Source: an optimization exercise on an open RTL-to-GDS flow (aim: small area). Production flows keep margins and buffers that such runs may drop. Only simulation tests tie the RTL to the original design; equivalence was not proved. Power figures rest on the tool's default switching activity, not on a simulated workload.

==> run E: inputs <==
==> flow/design.v <==
package xgpon_bridge_pkg;
    typedef logic [31:0] pon_word_t;      
    typedef logic [7:0]  pre_len_t;       
    typedef logic [1:0]  cfg_addr_t;      
    typedef logic [15:0] frame_cnt_t;     
    localparam cfg_addr_t CFG_ADDR_PRE_LEN   = 2'd0;   
    localparam cfg_addr_t CFG_ADDR_PRE_PAT   = 2'd1;   
    localparam cfg_addr_t CFG_ADDR_TRAIL_PAT = 2'd2;   
    localparam pre_len_t  DEFAULT_PRE_LEN   = 8'd8;
    localparam pon_word_t DEFAULT_PRE_PAT   = 32'h0556_0556;
    localparam pon_word_t DEFAULT_TRAIL_PAT = 32'h3C5A_A5C3;
    typedef enum logic [1:0] {
        FR_IDLE,         
        FR_PREAMBLE,     
        FR_PAYLOAD,      
        FR_TRAILER       
    } framer_state_t;
    typedef enum logic {
        DF_HUNT,         
        DF_PAYLOAD       
    } deframer_state_t;
endpackage
`timescale 1ns/1ps
module burst_config_regs #(
    parameter int MAX_PRE_LEN = 16
) (
    input  logic                          axis_clk,
    input  logic                          rst_n,
    input  logic                          cfg_wr,
    input  xgpon_bridge_pkg::cfg_addr_t   cfg_addr,
    input  xgpon_bridge_pkg::pon_word_t   cfg_wdata,
    output logic [3:0]                    pre_lm1,      
    output xgpon_bridge_pkg::pon_word_t   pre_pat,
    output xgpon_bridge_pkg::pon_word_t   trail_pat
);
    logic [3:0] len_clamped;    
    always_comb begin
        if (cfg_wdata > 32'd16) begin
            len_clamped = 4'd15;
        end else if (cfg_wdata == '0) begin
            len_clamped = 4'd0;                  
        end else begin
            len_clamped = cfg_wdata[3:0] - 4'd1;
        end
    end
    always_ff @(posedge axis_clk or negedge rst_n) begin
        if (!rst_n) begin
            pre_lm1   <= 4'd7;                   
            pre_pat   <= xgpon_bridge_pkg::DEFAULT_PRE_PAT;
            trail_pat <= xgpon_bridge_pkg::DEFAULT_TRAIL_PAT;
        end else if (cfg_wr) begin
            case (cfg_addr)
                xgpon_bridge_pkg::CFG_ADDR_PRE_LEN:   pre_lm1   <= len_clamped;
                xgpon_bridge_pkg::CFG_ADDR_PRE_PAT:   pre_pat   <= cfg_wdata;
                xgpon_bridge_pkg::CFG_ADDR_TRAIL_PAT: trail_pat <= cfg_wdata;
                default: ;                       
            endcase
        end
    end
endmodule
`timescale 1ns/1ps
module burst_framer (
    input  logic                          axis_clk,
    input  logic                          rst_n,
    input  xgpon_bridge_pkg::pon_word_t   eth_rx_data,
    input  logic                          eth_rx_valid,
    input  logic                          eth_rx_last,
    input  logic [3:0]                    pre_lm1,      
    input  xgpon_bridge_pkg::pon_word_t   pre_pat,
    input  xgpon_bridge_pkg::pon_word_t   trail_pat,
    output xgpon_bridge_pkg::pon_word_t   pon_tx_data,
    output logic                          pon_tx_valid
);
    typedef xgpon_bridge_pkg::pon_word_t word_t;
    word_t d0;
    word_t s8 [8];
    word_t s4 [4];
    word_t s2 [2];
    word_t s1;
    word_t a8, a4, a2, a1;
    assign a8 = pre_lm1[3] ? s8[7] : d0;
    assign a4 = pre_lm1[2] ? s4[3] : a8;
    assign a2 = pre_lm1[1] ? s2[1] : a4;
    assign a1 = pre_lm1[0] ? s1    : a2;
    always_ff @(posedge axis_clk) begin
        d0    <= eth_rx_data;
        s8[0] <= d0;
        for (int i = 1; i < 8; i++) s8[i] <= s8[i-1];
        s4[0] <= a8;
        for (int i = 1; i < 4; i++) s4[i] <= s4[i-1];
        s2[0] <= a4;
        s2[1] <= s2[0];
        s1    <= a2;
    end
    localparam logic [1:0] O_NONE = 2'd0, O_PRE = 2'd1, O_PAY = 2'd2, O_TRL = 2'd3;
    logic [1:0] cur, nxt;
    logic [3:0] pre_cnt;    
    logic [4:0] end_cnt;    
    always_comb begin
        case (cur)
            O_PRE:   nxt = (pre_cnt == 4'd0) ? O_PAY : O_PRE;
            O_PAY:   nxt = (end_cnt[4] & end_cnt[0]) ? O_TRL : O_PAY;
            default: nxt = eth_rx_valid ? O_PRE : O_NONE;
        endcase
    end
    always_ff @(posedge axis_clk or negedge rst_n) begin
        if (!rst_n) begin
            cur <= O_NONE;
        end else begin
            cur <= nxt;
        end
    end
    always_ff @(posedge axis_clk) begin
        if (cur == O_PRE) pre_cnt <= pre_cnt - 4'd1;
        else              pre_cnt <= pre_lm1;
        if (eth_rx_valid)   end_cnt <= eth_rx_last ? {1'b0, pre_lm1} : 5'd16;
        else if (!end_cnt[4]) end_cnt <= end_cnt - 5'd1;
        case (nxt)
            O_PAY:   pon_tx_data <= a1;
            O_TRL:   pon_tx_data <= trail_pat;
            default: pon_tx_data <= pre_pat;
        endcase
    end
    assign pon_tx_valid = (cur != O_NONE);
endmodule
`timescale 1ns/1ps
module burst_deframer (
    input  logic                          axis_clk,
    input  logic                          rst_n,
    input  xgpon_bridge_pkg::pon_word_t   pon_rx_data,
    input  logic                          pon_rx_valid,
    input  xgpon_bridge_pkg::pon_word_t   pre_pat,
    input  xgpon_bridge_pkg::pon_word_t   trail_pat,
    output xgpon_bridge_pkg::pon_word_t   eth_tx_data,
    output logic                          eth_tx_valid,
    output logic                          eth_tx_last,
    output logic                          burst_error,
    output xgpon_bridge_pkg::frame_cnt_t  frame_count
);
    localparam logic [2:0] SYNC_MAX = 3'd5;
    localparam logic [2:0] PAYLOAD  = 3'd7;
    xgpon_bridge_pkg::pon_word_t hold_word;    
    logic [2:0]                  run;
    logic                        is_pre;
    logic                        is_trail;
    assign is_pre   = pon_rx_valid && (pon_rx_data == pre_pat);
    assign is_trail = (pon_rx_data == trail_pat);
    always_ff @(posedge axis_clk) begin
        hold_word   <= pon_rx_data;
        eth_tx_data <= hold_word;
    end
    always_ff @(posedge axis_clk or negedge rst_n) begin
        if (!rst_n) begin
            run          <= '0;
            eth_tx_valid <= 1'b0;
            eth_tx_last  <= 1'b0;
            burst_error  <= 1'b0;
            frame_count  <= '0;
        end else begin
            eth_tx_valid <= 1'b0;    
            eth_tx_last  <= 1'b0;
            burst_error  <= 1'b0;
            if (run == PAYLOAD) begin
                if (!pon_rx_valid) begin
                    burst_error <= 1'b1;                
                    run         <= '0;
                end else begin
                    eth_tx_valid <= 1'b1;
                    if (is_trail) begin
                        eth_tx_last <= 1'b1;            
                        frame_count <= frame_count + 1'b1;
                        run         <= '0;
                    end
                end
            end else if (is_pre) begin
                if (run != SYNC_MAX) run <= run + 3'd1;
            end else if (run == SYNC_MAX && pon_rx_valid && !is_trail) begin
                run <= PAYLOAD;                         
            end else begin
                run <= '0;
            end
        end
    end
endmodule
`timescale 1ns/1ps
module xgpon_bridge_top #(
    parameter int MAX_PRE_LEN    = 16,   
    parameter int SYNC_THRESHOLD = 5     
) (
    input  logic                          axis_clk,
    input  logic                          rst_n,
    input  logic                          cfg_wr,
    input  xgpon_bridge_pkg::cfg_addr_t   cfg_addr,
    input  xgpon_bridge_pkg::pon_word_t   cfg_wdata,
    input  xgpon_bridge_pkg::pon_word_t   eth_rx_data,
    input  logic                          eth_rx_valid,
    input  logic                          eth_rx_last,
    output xgpon_bridge_pkg::pon_word_t   pon_tx_data,
    output logic                          pon_tx_valid,
    input  xgpon_bridge_pkg::pon_word_t   pon_rx_data,
    input  logic                          pon_rx_valid,
    output xgpon_bridge_pkg::pon_word_t   eth_tx_data,
    output logic                          eth_tx_valid,
    output logic                          eth_tx_last,
    output logic                          burst_error,
    output xgpon_bridge_pkg::frame_cnt_t  frame_count
);
    logic [3:0]                  pre_lm1;      
    xgpon_bridge_pkg::pon_word_t pre_pat;      
    xgpon_bridge_pkg::pon_word_t trail_pat;    
    burst_config_regs #(
        .MAX_PRE_LEN (MAX_PRE_LEN)
    ) burst_config_regs_inst (
        .axis_clk  (axis_clk),
        .rst_n     (rst_n),
        .cfg_wr    (cfg_wr),
        .cfg_addr  (cfg_addr),
        .cfg_wdata (cfg_wdata),
        .pre_lm1   (pre_lm1),
        .pre_pat   (pre_pat),
        .trail_pat (trail_pat)
    );
    burst_framer burst_framer_inst (
        .axis_clk     (axis_clk),
        .rst_n        (rst_n),
        .eth_rx_data  (eth_rx_data),
        .eth_rx_valid (eth_rx_valid),
        .eth_rx_last  (eth_rx_last),
        .pre_lm1      (pre_lm1),
        .pre_pat      (pre_pat),
        .trail_pat    (trail_pat),
        .pon_tx_data  (pon_tx_data),
        .pon_tx_valid (pon_tx_valid)
    );
    burst_deframer burst_deframer_inst (
        .axis_clk     (axis_clk),
        .rst_n        (rst_n),
        .pon_rx_data  (pon_rx_data),
        .pon_rx_valid (pon_rx_valid),
        .pre_pat      (pre_pat),
        .trail_pat    (trail_pat),
        .eth_tx_data  (eth_tx_data),
        .eth_tx_valid (eth_tx_valid),
        .eth_tx_last  (eth_tx_last),
        .burst_error  (burst_error),
        .frame_count  (frame_count)
    );
endmodule
==> flow/flow/run.sh <==
#!/bin/bash
export BUFFER_PORTS_ARGS="-buffer_cell sky130_fd_sc_hd__buf_1"
export CTS_ARGS="-sink_clustering_enable -repair_clock_nets -dont_use_dummy_load -buf_list sky130_fd_sc_hd__clkbuf_4 -sink_clustering_size 10 -sink_clustering_max_diameter 40"
bash standard.sh > standard.log 2>&1
==> flow/standard.sh <==
#!/bin/bash
# synth_recipe.tcl (not shown) runs the flow's synth.tcl, then flattens the netlist and writes it again
# the make line also repeats each setting of config.mk as NAME=value (left out here)
make -C /OpenROAD-flow-scripts/flow DESIGN_CONFIG=/design/flow/config.mk WORK_HOME=/design/flow/orfs CLKGATE_MAP_FILE= SYNTH_SCRIPT=/design/flow/synth_recipe.tcl "${@:-finish}"
==> flow/config.mk <==
export PLATFORM = sky130hd
export DESIGN_NAME = xgpon_bridge_top
export DESIGN_NICKNAME = xgpon_bridge_top
export VERILOG_FILES = /design/flow/design.v
export SDC_FILE = /design/flow/constraint.sdc
export NUM_CORES = 4
export LEC_CHECK = 0
export CAP_MARGIN = 0
export CORE_MARGIN = 2
export CORE_UTILIZATION = 75
export SLEW_MARGIN = 0
==> flow/constraint.sdc <==
create_clock -name core_clock -period 4.0 [get_ports {axis_clk}]
set_input_delay 0.8000 -clock core_clock [delete_from_list [all_inputs] [get_ports {axis_clk}]]
set_output_delay 0.8000 -clock core_clock [all_outputs]
set_load 0.01 [all_outputs]
==> run P (differences from run E) <==
--- a/flow/design.v
+++ b/flow/design.v
@@ -78,9 +78,8 @@
     word_t s2 [2];
     word_t s1;
-    word_t a8, a4, a2, a1;
+    word_t a8, a4, a2;
     assign a8 = pre_lm1[3] ? s8[7] : d0;
     assign a4 = pre_lm1[2] ? s4[3] : a8;
     assign a2 = pre_lm1[1] ? s2[1] : a4;
-    assign a1 = pre_lm1[0] ? s1    : a2;
     always_ff @(posedge axis_clk) begin
         d0    <= eth_rx_data;
@@ -104,4 +103,6 @@
         endcase
     end
+    logic [1:0] osel;
+    assign osel = (nxt == O_PAY) ? {1'b1, pre_lm1[0]} : {1'b0, nxt == O_TRL};
     always_ff @(posedge axis_clk or negedge rst_n) begin
         if (!rst_n) begin
@@ -116,8 +117,9 @@
         if (eth_rx_valid)   end_cnt <= eth_rx_last ? {1'b0, pre_lm1} : 5'd16;
         else if (!end_cnt[4]) end_cnt <= end_cnt - 5'd1;
-        case (nxt)
-            O_PAY:   pon_tx_data <= a1;
-            O_TRL:   pon_tx_data <= trail_pat;
-            default: pon_tx_data <= pre_pat;
+        case (osel)
+            2'd0:    pon_tx_data <= pre_pat;
+            2'd1:    pon_tx_data <= trail_pat;
+            2'd2:    pon_tx_data <= a2;
+            default: pon_tx_data <= s1;
         endcase
     end
==> flow/flow/run.sh (replaced) <==
#!/bin/bash
# The standard layout, with three changes:
#  - ABC maps with an area-oriented recipe and no upsizing (flow/abc_area_nf.script); the
#    registers come out of Yosys exactly as in the standard synthesis
#  - port buffers use buf_1
#  - the clock tree uses clkbuf_4 in small clusters and no dummy loads
set -euo pipefail
rm -rf scripts_abc
cp -r "$FLOW_HOME/scripts" scripts_abc
cp flow/abc_area_nf.script scripts_abc/abc_speed.script
export BUFFER_PORTS_ARGS="-buffer_cell sky130_fd_sc_hd__buf_1"
export CTS_ARGS="-sink_clustering_enable -repair_clock_nets -dont_use_dummy_load -buf_list sky130_fd_sc_hd__clkbuf_4 -sink_clustering_size 8 -sink_clustering_max_diameter 35"
bash standard.sh finish SCRIPTS_DIR="$PWD/scripts_abc" > standard.log 2>&1
==> flow/flow/abc_area_nf.script (new file) <==
&get -n
&st
&dch
&nf -a -R 1000
&put
topo
stime -c
dnsize -c
- CAP_MARGIN: 0 -> 20
- CORE_UTILIZATION: 75 -> 65
- SLEW_MARGIN: 0 -> 20
==> comparison table <==
	run P	run E
Clock-pin slew reported for the worst setup and hold paths after clock tree synthesis	0.08 ns	0.10 ns
WP data required	4.54 ns	4.59 ns
Bufs and invs on worst path	1	0
DR iter-0 viols	603	589
Switch Pwr	2.72 mW	2.91 mW
Total power divided by cell area	571 nW/um^2	574 nW/um^2
Total internal power	9.17 mW	9.09 mW
First-pass GRT wire length	56,200 um	55,200 um
Clock network fraction of total power	0.272	0.243
Well tap count	384	330
Share of Yosys cell area claimed by the top area cell type	0.656	0.639
Post-route cell area	20,800 sq um	20,900 sq um
Part of the power in combinational logic	0.063	0.092
Net count after synthesis	1,407	1,390
Height of the chip	174 um	164 um
Effective utilization at floorplan	0.656	0.762
Achievable frequency	351 MHz	354 MHz
Share of the synthesized netlist area taken by xor and xnor gates	0.0300	0.0383
Status	timing/DRC/antenna clean	timing/DRC/antenna clean
Multi-input logic cell count	519	509

## re-timing with driven ports
How much do the figures lean on ideal ports? The routed layouts below were timed once more, with nothing changed but the port constraints. Step 1, drivers: a clkbuf_16 drives axis_clk and a buf_2 each remaining input, both assumed. Step 2 moves the port delays by t, midway between the first and last clock arrival at a register: inputs arrive t later, outputs are due t later. That takes back most of the time a late clock gives input paths. a / b / c = no drivers / after step 1 / after step 2; a / b = the first two.
| run | t (ns) | setup WS [ns] | worst setup path after step 2 | latest minus earliest clock arrival (ns) | slew at the worst register clock pin (ns) |
|---|---|---|---|---|---|
| run E | 0.736 | 1.173 / 1.173 / 0.624 | input to register | 0.085 / 0.085 | 0.11 / 0.11 |
| run P | 0.744 | 1.152 / 1.152 / 0.470 | input to register | 0.140 / 0.141 | 0.10 / 0.10 |
After both steps setup and hold are still met in every run listed. For run P, which loses most, drivers alone change the setup slack by 0.000 ns; drivers and shift together by -0.682 ns.
